Context: an optimization exercise on an open-source flow, tuned for small area, a short achievable clock period and few clock cycles per item. The choices shown serve that exercise and are no tape-out recipe. The RTL was checked by simulation tests, not by an equivalence proof against the original design. No activity file was given, so power comes from the tool's default toggle rates.

--- design/flow/config.mk ---
export PLATFORM = sky130hd
export DESIGN_NAME = rename_core
export DESIGN_NICKNAME = rename_core
export VERILOG_FILES = /design/flow/design.v
export SDC_FILE = /design/flow/constraint.sdc
export NUM_CORES = 4
export LEC_CHECK = 0
export CAP_MARGIN = 20
export CORE_MARGIN = 2
export CORE_UTILIZATION = 40
export SLEW_MARGIN = 20
--- design/flow/constraint.sdc ---
create_clock -name core_clock -period 9.0 [get_ports {clk}]
set_input_delay 1.8000 -clock core_clock [delete_from_list [all_inputs] [get_ports {clk}]]
set_output_delay 1.8000 -clock core_clock [all_outputs]
set_load 0.01 [all_outputs]
--- design/flow/design.v ---
package core_pkg;
    typedef logic [31:0] data_t;
    typedef logic [31:0] addr_t;
    typedef logic [31:0] inst_t;
    typedef logic [4:0]  arch_reg_t;
    typedef logic [5:0]  phys_reg_t;
    typedef logic [3:0]  rob_idx_t;
    typedef logic [1:0]  alu_op_t;
    localparam int ARCH_REGS   = 32;
    localparam int PHYS_REGS   = 64;
    localparam int ROB_ENTRIES = 16;
    localparam logic [6:0] OPCODE_ARITH_I = 7'b0010011;
    localparam logic [6:0] OPCODE_ARITH_R = 7'b0110011;
    localparam logic [6:0] FUNCT7_SUB     = 7'b0100000;
    localparam alu_op_t ALU_ADD  = 2'd0;
    localparam alu_op_t ALU_SUB  = 2'd1;
    localparam alu_op_t ALU_NONE = 2'd3;
    typedef struct packed {
        addr_t pc;
        inst_t inst;
    } fetch_pkt_t;
    typedef struct packed {
        logic      valid;
        rob_idx_t  rob_idx;
        alu_op_t   alu_op;
        phys_reg_t phys_rd;
        phys_reg_t phys_rs1;
        phys_reg_t phys_rs2;
        logic      uses_rs2;
        data_t     imm;
    } uop_t;
    typedef struct packed {
        logic      valid;
        addr_t     pc;
        arch_reg_t arch_rd;
        phys_reg_t phys_rd;
        phys_reg_t old_phys_rd;
    } rob_alloc_t;
    typedef struct packed {
        logic      valid;
        rob_idx_t  rob_idx;
        phys_reg_t phys_rd;
        data_t     value;
    } wb_t;
    typedef struct packed {
        logic      valid;
        phys_reg_t phys;
    } free_ret_t;
    typedef struct packed {
        logic      valid;
        addr_t     pc;
        arch_reg_t arch_rd;
        data_t     value;
    } commit_t;
endpackage
`timescale 1ns/1ps
module fetch_stage #(
    parameter int FETCH_DEPTH = 8
) (
    input  logic                 clk,
    input  logic                 reset,
    input  core_pkg::inst_t      imem_data,
    input  logic                 imem_ready,
    input  logic                 fetch_pop,
    output core_pkg::addr_t      imem_addr,
    output logic                 imem_req,
    output logic                 fetch_valid,
    output core_pkg::fetch_pkt_t fetch_pkt
);
    localparam int PTR_W = $clog2(FETCH_DEPTH);
    core_pkg::addr_t      pc;
    logic [63:0]          buffer [FETCH_DEPTH];
    logic [PTR_W:0]       head;
    logic [PTR_W:0]       tail;
    logic                 full;
    logic                 transfer;
    assign full = (head[PTR_W] != tail[PTR_W]) &&
                  (head[PTR_W-1:0] == tail[PTR_W-1:0]);
    assign imem_req    = !full;
    assign imem_addr   = pc;
    assign transfer    = imem_req && imem_ready;
    assign fetch_valid = head != tail;
    assign fetch_pkt   = buffer[head[PTR_W-1:0]];
    always_ff @(posedge clk) begin
        if (reset) begin
            pc   <= '0;
            head <= '0;
            tail <= '0;
        end else begin
            if (transfer) begin
                pc   <= pc + 32'd4;
                tail <= tail + 1'b1;
            end
            if (fetch_pop) begin
                head <= head + 1'b1;
            end
        end
    end
    always_ff @(posedge clk) begin
        if (transfer) begin
            buffer[tail[PTR_W-1:0]] <= {pc, imem_data};
        end
    end
endmodule
`timescale 1ns/1ps
module rename_stage (
    input  logic                 clk,
    input  logic                 reset,
    input  logic                 fetch_valid,
    input  core_pkg::fetch_pkt_t fetch_pkt,
    input  logic                 rob_full,
    input  core_pkg::rob_idx_t   alloc_idx,
    input  logic                 iq_full,
    input  core_pkg::free_ret_t  free_ret,
    output logic                 fetch_pop,
    output core_pkg::rob_alloc_t rob_alloc,
    output core_pkg::uop_t       uop
);
    localparam int FL_DEPTH = core_pkg::PHYS_REGS - core_pkg::ARCH_REGS;
    localparam int FL_PTR_W = $clog2(FL_DEPTH);
    logic [6:0]          opcode;
    logic [2:0]          funct3;
    logic [6:0]          funct7;
    core_pkg::arch_reg_t rd;
    core_pkg::arch_reg_t rs1;
    core_pkg::arch_reg_t rs2;
    core_pkg::arch_reg_t dest_rd;
    core_pkg::data_t     imm;
    core_pkg::alu_op_t   alu_op;
    logic                uses_rs2;
    logic                writes_rd;
    logic                take;
    logic                fl_pop;
    logic                fl_empty;
    core_pkg::phys_reg_t new_phys;
    core_pkg::phys_reg_t map_table [core_pkg::ARCH_REGS];
    core_pkg::phys_reg_t free_list [FL_DEPTH];
    logic [FL_PTR_W:0]   fl_head;
    logic [FL_PTR_W:0]   fl_tail;
    assign opcode = fetch_pkt.inst[6:0];
    assign rd     = fetch_pkt.inst[11:7];
    assign funct3 = fetch_pkt.inst[14:12];
    assign rs1    = fetch_pkt.inst[19:15];
    assign rs2    = fetch_pkt.inst[24:20];
    assign funct7 = fetch_pkt.inst[31:25];
    always_comb begin
        alu_op = core_pkg::ALU_NONE;
        if (funct3 == 3'b000) begin
            if (opcode == core_pkg::OPCODE_ARITH_I) begin
                alu_op = core_pkg::ALU_ADD;
            end else if (opcode == core_pkg::OPCODE_ARITH_R && funct7 == 7'b0) begin
                alu_op = core_pkg::ALU_ADD;
            end else if (opcode == core_pkg::OPCODE_ARITH_R &&
                         funct7 == core_pkg::FUNCT7_SUB) begin
                alu_op = core_pkg::ALU_SUB;
            end
        end
    end
    assign uses_rs2  = (opcode == core_pkg::OPCODE_ARITH_R) && (alu_op != core_pkg::ALU_NONE);
    assign imm       = (opcode == core_pkg::OPCODE_ARITH_I) ?
                       {{20{fetch_pkt.inst[31]}}, fetch_pkt.inst[31:20]} : '0;
    assign dest_rd   = (alu_op != core_pkg::ALU_NONE) ? rd : '0;
    assign writes_rd = dest_rd != '0;
    assign fl_empty  = fl_head == fl_tail;
    assign new_phys  = free_list[fl_head[FL_PTR_W-1:0]];
    assign take      = fetch_valid && !rob_full && !iq_full && !(writes_rd && fl_empty);
    assign fl_pop    = take && writes_rd;
    assign fetch_pop = take;
    always_comb begin
        rob_alloc.valid       = take;
        rob_alloc.pc          = fetch_pkt.pc;
        rob_alloc.arch_rd     = dest_rd;
        rob_alloc.phys_rd     = writes_rd ? new_phys : '0;
        rob_alloc.old_phys_rd = map_table[dest_rd];
    end
    always_ff @(posedge clk) begin
        if (reset) begin
            for (int i = 0; i < core_pkg::ARCH_REGS; i++) begin
                map_table[i] <= core_pkg::phys_reg_t'(i);
            end
            for (int i = 0; i < FL_DEPTH; i++) begin
                free_list[i] <= core_pkg::phys_reg_t'(core_pkg::ARCH_REGS + i);
            end
            fl_head <= '0;
            fl_tail <= {1'b1, {FL_PTR_W{1'b0}}};
        end else begin
            if (fl_pop) begin
                map_table[dest_rd] <= new_phys;
                fl_head            <= fl_head + 1'b1;
            end
            if (free_ret.valid) begin
                free_list[fl_tail[FL_PTR_W-1:0]] <= free_ret.phys;
                fl_tail                          <= fl_tail + 1'b1;
            end
        end
    end
    always_ff @(posedge clk) begin
        if (reset) begin
            uop.valid <= 1'b0;
        end else begin
            uop.valid    <= take;
            uop.rob_idx  <= alloc_idx;
            uop.alu_op   <= alu_op;
            uop.phys_rd  <= writes_rd ? new_phys : '0;
            uop.phys_rs1 <= map_table[rs1];
            uop.phys_rs2 <= uses_rs2 ? map_table[rs2] : '0;
            uop.uses_rs2 <= uses_rs2;
            uop.imm      <= imm;
        end
    end
endmodule
`timescale 1ns/1ps
module issue_stage #(
    parameter int IQ_DEPTH = 8
) (
    input  logic           clk,
    input  logic           reset,
    input  core_pkg::uop_t uop,
    output logic           iq_full,
    output core_pkg::wb_t  wb
);
    localparam int PTR_W = $clog2(IQ_DEPTH);
    localparam int OCC_W = PTR_W + 2;
    localparam logic [core_pkg::PHYS_REGS-1:0] READY_INIT =
        {{(core_pkg::PHYS_REGS - core_pkg::ARCH_REGS){1'b0}}, {core_pkg::ARCH_REGS{1'b1}}};
    logic [57:0]     queue [IQ_DEPTH];
    logic [PTR_W:0]  head;
    logic [PTR_W:0]  tail;
    logic [PTR_W:0]  count;
    logic [OCC_W-1:0] occupancy;
    core_pkg::data_t regfile [core_pkg::PHYS_REGS];
    logic [core_pkg::PHYS_REGS-1:0] ready;
    core_pkg::uop_t  hd;
    logic            empty;
    logic            rs1_ready;
    logic            rs2_ready;
    logic            issue;
    core_pkg::data_t op_a;
    core_pkg::data_t op_b;
    core_pkg::data_t alu_result;
    assign count     = tail - head;
    assign occupancy = {1'b0, count} + OCC_W'(uop.valid);
    assign iq_full   = occupancy >= OCC_W'(IQ_DEPTH);
    assign empty     = head == tail;
    assign hd        = queue[head[PTR_W-1:0]];
    assign rs1_ready = ready[hd.phys_rs1];
    assign rs2_ready = !hd.uses_rs2 || ready[hd.phys_rs2];
    assign issue     = !empty && rs1_ready && rs2_ready;
    assign op_a = regfile[hd.phys_rs1];
    assign op_b = hd.uses_rs2 ? regfile[hd.phys_rs2] : hd.imm;
    always_comb begin
        case (hd.alu_op)
            core_pkg::ALU_ADD: alu_result = op_a + op_b;
            core_pkg::ALU_SUB: alu_result = op_a - op_b;
            default:           alu_result = '0;
        endcase
    end
    always_ff @(posedge clk) begin
        if (reset) begin
            head     <= '0;
            tail     <= '0;
            ready    <= READY_INIT;
            wb.valid <= 1'b0;
            for (int i = 0; i < core_pkg::ARCH_REGS; i++) begin
                regfile[i] <= '0;
            end
        end else begin
            if (uop.valid) begin
                queue[tail[PTR_W-1:0]] <= uop;
                tail                   <= tail + 1'b1;
                if (uop.phys_rd != '0) begin
                    ready[uop.phys_rd] <= 1'b0;
                end
            end
            if (issue) begin
                head <= head + 1'b1;
            end
            wb.valid   <= issue;
            wb.rob_idx <= hd.rob_idx;
            wb.phys_rd <= hd.phys_rd;
            wb.value   <= (hd.phys_rd != '0) ? alu_result : '0;
            if (wb.valid && wb.phys_rd != '0) begin
                regfile[wb.phys_rd] <= wb.value;
                ready[wb.phys_rd]   <= 1'b1;
            end
        end
    end
endmodule
`timescale 1ns/1ps
module reorder_buffer (
    input  logic                 clk,
    input  logic                 reset,
    input  core_pkg::rob_alloc_t rob_alloc,
    input  core_pkg::wb_t        wb,
    output logic                 rob_full,
    output core_pkg::rob_idx_t   alloc_idx,
    output core_pkg::free_ret_t  free_ret,
    output core_pkg::commit_t    commit
);
    localparam int PTR_W = 4;
    core_pkg::addr_t                  entry_pc          [core_pkg::ROB_ENTRIES];
    core_pkg::arch_reg_t              entry_arch_rd     [core_pkg::ROB_ENTRIES];
    core_pkg::phys_reg_t              entry_phys_rd     [core_pkg::ROB_ENTRIES];
    core_pkg::phys_reg_t              entry_old_phys_rd [core_pkg::ROB_ENTRIES];
    core_pkg::data_t                  entry_value       [core_pkg::ROB_ENTRIES];
    logic [core_pkg::ROB_ENTRIES-1:0] done;
    logic [PTR_W:0]                   head;
    logic [PTR_W:0]                   tail;
    core_pkg::rob_idx_t               head_idx;
    logic                             empty;
    logic                             retire;
    assign head_idx  = head[PTR_W-1:0];
    assign alloc_idx = tail[PTR_W-1:0];
    assign empty     = head == tail;
    assign rob_full  = (head[PTR_W] != tail[PTR_W]) && (head_idx == alloc_idx);
    assign retire    = !empty && done[head_idx];
    always_ff @(posedge clk) begin
        if (reset) begin
            head           <= '0;
            tail           <= '0;
            done           <= '0;
            free_ret.valid <= 1'b0;
            commit.valid   <= 1'b0;
        end else begin
            if (rob_alloc.valid) begin
                entry_pc[alloc_idx]          <= rob_alloc.pc;
                entry_arch_rd[alloc_idx]     <= rob_alloc.arch_rd;
                entry_phys_rd[alloc_idx]     <= rob_alloc.phys_rd;
                entry_old_phys_rd[alloc_idx] <= rob_alloc.old_phys_rd;
                done[alloc_idx]                <= 1'b0;
                tail                           <= tail + 1'b1;
            end
            if (wb.valid) begin
                entry_value[wb.rob_idx] <= wb.value;
                done[wb.rob_idx]          <= 1'b1;
            end
            if (retire) begin
                head <= head + 1'b1;
            end
            free_ret.valid <= retire && (entry_arch_rd[head_idx] != '0);
            free_ret.phys  <= entry_old_phys_rd[head_idx];
            commit.valid   <= retire;
            commit.pc      <= entry_pc[head_idx];
            commit.arch_rd <= entry_arch_rd[head_idx];
            commit.value   <= entry_value[head_idx];
        end
    end
endmodule
`timescale 1ns/1ps
module rename_core #(
    parameter int FETCH_DEPTH = 8,
    parameter int IQ_DEPTH    = 8
) (
    input  logic              clk,
    input  logic              reset,
    input  core_pkg::inst_t   imem_data,
    input  logic              imem_ready,
    output core_pkg::addr_t   imem_addr,
    output logic              imem_req,
    output logic              commit_valid,
    output core_pkg::addr_t   commit_pc,
    output core_pkg::arch_reg_t commit_rd,
    output core_pkg::data_t   commit_value
);
    core_pkg::commit_t    commit;
    logic                 fetch_valid;
    logic                 fetch_pop;
    core_pkg::fetch_pkt_t fetch_pkt;
    logic                 rob_full;
    logic                 iq_full;
    core_pkg::rob_idx_t   alloc_idx;
    core_pkg::rob_alloc_t rob_alloc;
    core_pkg::uop_t       uop;
    core_pkg::wb_t        wb;
    core_pkg::free_ret_t  free_ret;
    fetch_stage #(
        .FETCH_DEPTH(FETCH_DEPTH)
    ) fetch_stage_i (
        .clk         (clk),
        .reset       (reset),
        .imem_data   (imem_data),
        .imem_ready  (imem_ready),
        .fetch_pop   (fetch_pop),
        .imem_addr   (imem_addr),
        .imem_req    (imem_req),
        .fetch_valid (fetch_valid),
        .fetch_pkt   (fetch_pkt)
    );
    rename_stage rename_stage_i (
        .clk         (clk),
        .reset       (reset),
        .fetch_valid (fetch_valid),
        .fetch_pkt   (fetch_pkt),
        .rob_full    (rob_full),
        .alloc_idx   (alloc_idx),
        .iq_full     (iq_full),
        .free_ret    (free_ret),
        .fetch_pop   (fetch_pop),
        .rob_alloc   (rob_alloc),
        .uop         (uop)
    );
    issue_stage #(
        .IQ_DEPTH(IQ_DEPTH)
    ) issue_stage_i (
        .clk     (clk),
        .reset   (reset),
        .uop     (uop),
        .iq_full (iq_full),
        .wb      (wb)
    );
    reorder_buffer reorder_buffer_i (
        .clk       (clk),
        .reset     (reset),
        .rob_alloc (rob_alloc),
        .wb        (wb),
        .rob_full  (rob_full),
        .alloc_idx (alloc_idx),
        .free_ret  (free_ret),
        .commit    (commit)
    );
    assign commit_valid = commit.valid;
    assign commit_pc    = commit.pc;
    assign commit_rd    = commit.arch_rd;
    assign commit_value = commit.value;
endmodule
--- design/flow/run.sh ---
#!/bin/bash
# synth_recipe.tcl (not shown) runs the flow's synth.tcl, then flattens the netlist and writes it again
# the make line also repeats each setting of config.mk as NAME=value (left out here)
make -C /OpenROAD-flow-scripts/flow DESIGN_CONFIG=/design/flow/config.mk WORK_HOME=/design/flow/orfs CLKGATE_MAP_FILE= SYNTH_SCRIPT=/design/flow/synth_recipe.tcl finish
==> implementation parameters <==
Parameter                              Value

STA
  Maximum clock rate    between 100 and 150 MHz
  Fin Setup TNS    0 ns
  Clock skew    ~0.08 ns
  Transition time of the tightest slew-check pin    1.32 ns
  Final number of setup-violating endpoints    0
  Headroom to the max-slew limit    0.109
  Period Utilization, post-route    0.960
  Clock period minus worst slack    a little under 9 ns
  Hold WS    roughly 0.48 ns
  Count of final max-slew check failures    0
  Endpoints failing hold    0
  Setup repair after global routing missed its margin    false

Setup path
  Required time of the critical path    just under 10 ns
  Gate family responsible for the most delay along the worst path    compound AO/OA/AOI/OAI gates
  Cell at the slowest stage of the critical path    sky130_fd_sc_hd__mux4_4
  Critical path arrival    between 9 and 10 ns
  Biggest fanout along the worst timing path    23
  Critical path capture point type    flop
  Critical path class    reg2reg
  Buffers plus inverters on the worst setup path    3
  Type of origin of the critical path    flop
  Crit path largest cell delay    between 0.9 and 1 ns
  Most common cell on crit path    sky130_fd_sc_hd__buf_4

Finish
  Most common cell after layout, fill and taps aside    sky130_fd_sc_hd__edfxtp_1
  Filler cells    47,700
  Post-synthesis to final-layout area growth    12.9%
  Fraction of layout cells with a size suffix above 1    0.147
  Number of nets in the layout    about 17,000
  Filler-free cell count of the finished design    24,100
  Post-layout util    0.454
  Most used cells in the layout excluding fill and tap cells    sky130_fd_sc_hd__edfxtp_1, sky130_fd_sc_hd__nand2_1, sky130_fd_sc_hd__and2_1

Drt
  Wire length per cell    between 30 and 40 um
  Post-Route WL    between 700,000 and 800,000 um
  Post-detailed-route DRC marker count    0
  Remaining antenna violation count after routing    0
  Vias/cell    a little over 6
  Via count    between 100k and 150k
  Number of iterations in the first detailed-routing pass    8
  Count of routing violations after the opening detailed-route iteration    around 23,000

Die
  Floorplan Core Area    541,000 sq um
  Die Width    roughly 740 um
  Initial standard-cell utilization of the core    0.402
  Total die area    roughly 550,000 sq um
  Die span in y    between 700 and 800 um
  Floorplan row count    270
  Total I/O pin count    between 100 and 150

Placed design
  Number of placed cells counting well taps    around 23,000
  Final weighted congestion of routability-driven global placement    just under 1
  Count of buffers inserted at the top-level ports    between 100 and 150
  Placed wire-length estimate after detailed placement    between 400,000 and 500,000 um

Clocking
  Buffer type at the clock tree root    sky130_fd_sc_hd__clkbuf_16
  Clock tree from TritonCTS    built
  CTS clock-pin slew for the worst setup and hold paths    0.07 ns
  Number of H-tree branching levels    5
  Post-CTS setup buffers    0
  Number of CTS-inserted buffers    approximately 480
  Clock latency on the worst-skew pair    1.12 ns
  Longest Clk Path Bufs    4
  Total clock sinks    4,711

Synthesis
  Post-synthesis simple-gate area fraction    0.150
  Number of cells produced by synthesis    16,600
  Area leader, netlist    sky130_fd_sc_hd__edfxtp_1
  Library cells used by synthesis    between 90 and 100
  Synthesized-area fraction occupied by xor and xnor cells    0.00508
  Dominant combinational cell family by area after synthesis    simple AND/OR/NAND/NOR gates
  Multiplexer area fraction after synthesis    0.108
  Post-synth EDFFs    between 4,000 and 5,000
  Predominant post-synthesis flop cell    sky130_fd_sc_hd__edfxtp_1
  Flops & latches, synth    ~4,700
  Cell area after technology mapping    217,000 sq um
  Cell types with the largest area share after synthesis    sky130_fd_sc_hd__edfxtp_1, sky130_fd_sc_hd__mux4_2, sky130_fd_sc_hd__nand2_1, sky130_fd_sc_hd__and2_1, sky130_fd_sc_hd__a311oi_1
  Adder-cell share of the synthesized area    0.00410
  Mean post-synth cell area    between 10 and 15 sq um
  Sequential fraction of the synthesis area    0.643
  Synth top area share    0.628
  Fraction of the mapped netlist area in compound gates    0.0636
  Post-synth ARST share    0
  Count of synthesis-stage warnings from yosys    4

Power
  Worst ir drop on vdd    ~0.25 mV
  Pwr Density    around 260 nW/um^2
  Leakage power of the design    around 81 nW

Global route
  Pin count of the biggest net entering global routing    ~140
  First-pass GRT wire length    1,070,000 um
  GRT Total Usage    0.267
  Number of global-route vias before repair    143,000
  Number of antenna violations at the first check in global routing    between 50 and 60
  Global-route congestion overflow total    0

Outcome
  Run status    complete, no violations

Min path
  Type of the most critical hold path    reg2reg

Job
  Reported max-cap violation count    0
[path summary, 6_finish.rpt]
check | to | cells past startpoint | startpoint | slack (ns)
worst max register to register | issue_stage_i.wb[31] | 26 | flop | 0.36
worst min-delay path | issue_stage_i.ready[3] | 2 | issue_stage_i.ready[3] | 0.48
worst min register to register | issue_stage_i.ready[3] | 2 | issue_stage_i.ready[3] | 0.48
worst max-delay path | issue_stage_i.wb[31] | 26 | flop | 0.36
[sequential cells by signal, summed over array words and instances, names as in the netlist, 16 cells and up, named ones only]
register / count
issue_stage_i.regfile: 2048
reorder_buffer_i.entry_value: 512
fetch_stage_i.buffer: 496
reorder_buffer_i.entry_pc: 480
issue_stage_i.queue: 296
rename_stage_i.free_list: 192
rename_stage_i.map_table: 192
reorder_buffer_i.entry_old_phys_rd: 96
reorder_buffer_i.entry_arch_rd: 80
reorder_buffer_i.commit: 68
issue_stage_i.ready: 64
issue_stage_i.wb: 43
rename_stage_i.uop: 38
fetch_stage_i.pc: 30
reorder_buffer_i.done: 16
[timing repair]
item | 4_1_cts | 5_1_grt
resized for setup | 0 | 1
hold buffers | 0 | 0
setup endpoints to repair | 0 | 1
hold endpoints to repair | 0 | 0
[worst register-to-register path: cells and delay by family (launching register included)]
kind                       cells  cell delay, ns
adders and majority gates      1            0.31
DFF                            1            0.53
AOI/OAI and AO/OA             13            3.29
buffers and inverters          3            0.85
muxes                          3            1.82
and+or+nand+nor                6            1.51
[layer usage]
metal  part of all wire  track usage  vias to the layer above
li1                   -            -                    62500
met1               0.38        0.353                    75200
met2               0.44        0.404                     9742
met3               0.11       0.0652                     2123
met4              0.070        0.153                       18
met5            0.00016            0                        -
[power breakdown]
part           internal [mW]  switching (mW)
registers               25.3           0.522
clock network           11.4            8.76
logic                   5.36            12.9
total                   42.1            22.2
[logic make-up after synthesis]
kind of cell / count (synthesis)
muxes: 1284
DFF: 4711
buffers and inverters: 1430
xor gates and xnor gates: 126
adders and majority gates: 70
other: 1
AOI/OAI and AO/OA: 1915
and+or+nand+nor: 7077
[Yosys cell counts, drive strengths merged (22+ instances only)]
master	instances
nand2b	24
edfxtp	4544
a32oi	56
a211oi	222
a221oi	38
xor2	78
mux2i	367
ha	68
nor3	164
clkbuf	1108
xnor2	48
a31oi	160
a21oi	355
mux4	845
nor2b	51
dfxtp	167
a311oi	569
nand3	927
or3	80
and3	421
buf	266
a22oi	81
o31ai	22
nand4	77
o21ai	211
inv	55
mux2	72
and2	1099
nor2	570
nand2	3584
[final cells by class]
cell class | count | area [sq um] | area share
Antenna cell | 28 | 70.1 | 0.000285
Inverter | 56 | 218 | 0.000887
Multi-Input combinational cell | 10500 | 73600 | 0.300
Timing Repair Buffer | 762 | 6990 | 0.0285
Clock buffer | 612 | 12800 | 0.0520
Sequential cell | 4711 | 140000 | 0.570
Tap cell | 7208 | 9020 | 0.0367
Clock inverter | 281 | 2930 | 0.0119
[per-stage QoR]
step	total power, mW	cell area [sq um]	setup slack [ns]
detailed placement	43.8	230000	0.478
global placement	43.7	229000	0.437
floorplan	36.3	217000	0.764
finish	64.3	245000	0.358
global route	65.9	245000	0.0369
CTS	63.8	245000	0.410
Testbench counts, summed over its fixed seeds: cycles 19,153, instructions 16,000.

==> afterwards: timing with drivers on the ports <==
The flow's constraints put no driver on any port. The routed layout listed below was extracted and timed again, unchanged, in two steps.
Step 1 assumes that a clkbuf_16 drives the clock port and a buf_2 every other input.
Step 2, shift: input delay + t, output delay - t, t = (earliest + latest rising clock arrival at the registers) / 2. This alone moves slack from input paths to output paths.
Slacks: no drivers / after step 1 / after step 2; pairs: no drivers / after step 1.
t, ns: 1.190
slack for setup (ns): 0.358 / 0.358 / 0.358
worst hold slack (ns): 0.480 / 0.480 / 0.480
cell pins on the clock port's net: 1
After both steps setup and hold are still met in this run. For this run, drivers alone change the setup slack by 0.000 ns; drivers and shift together by 0.000 ns.
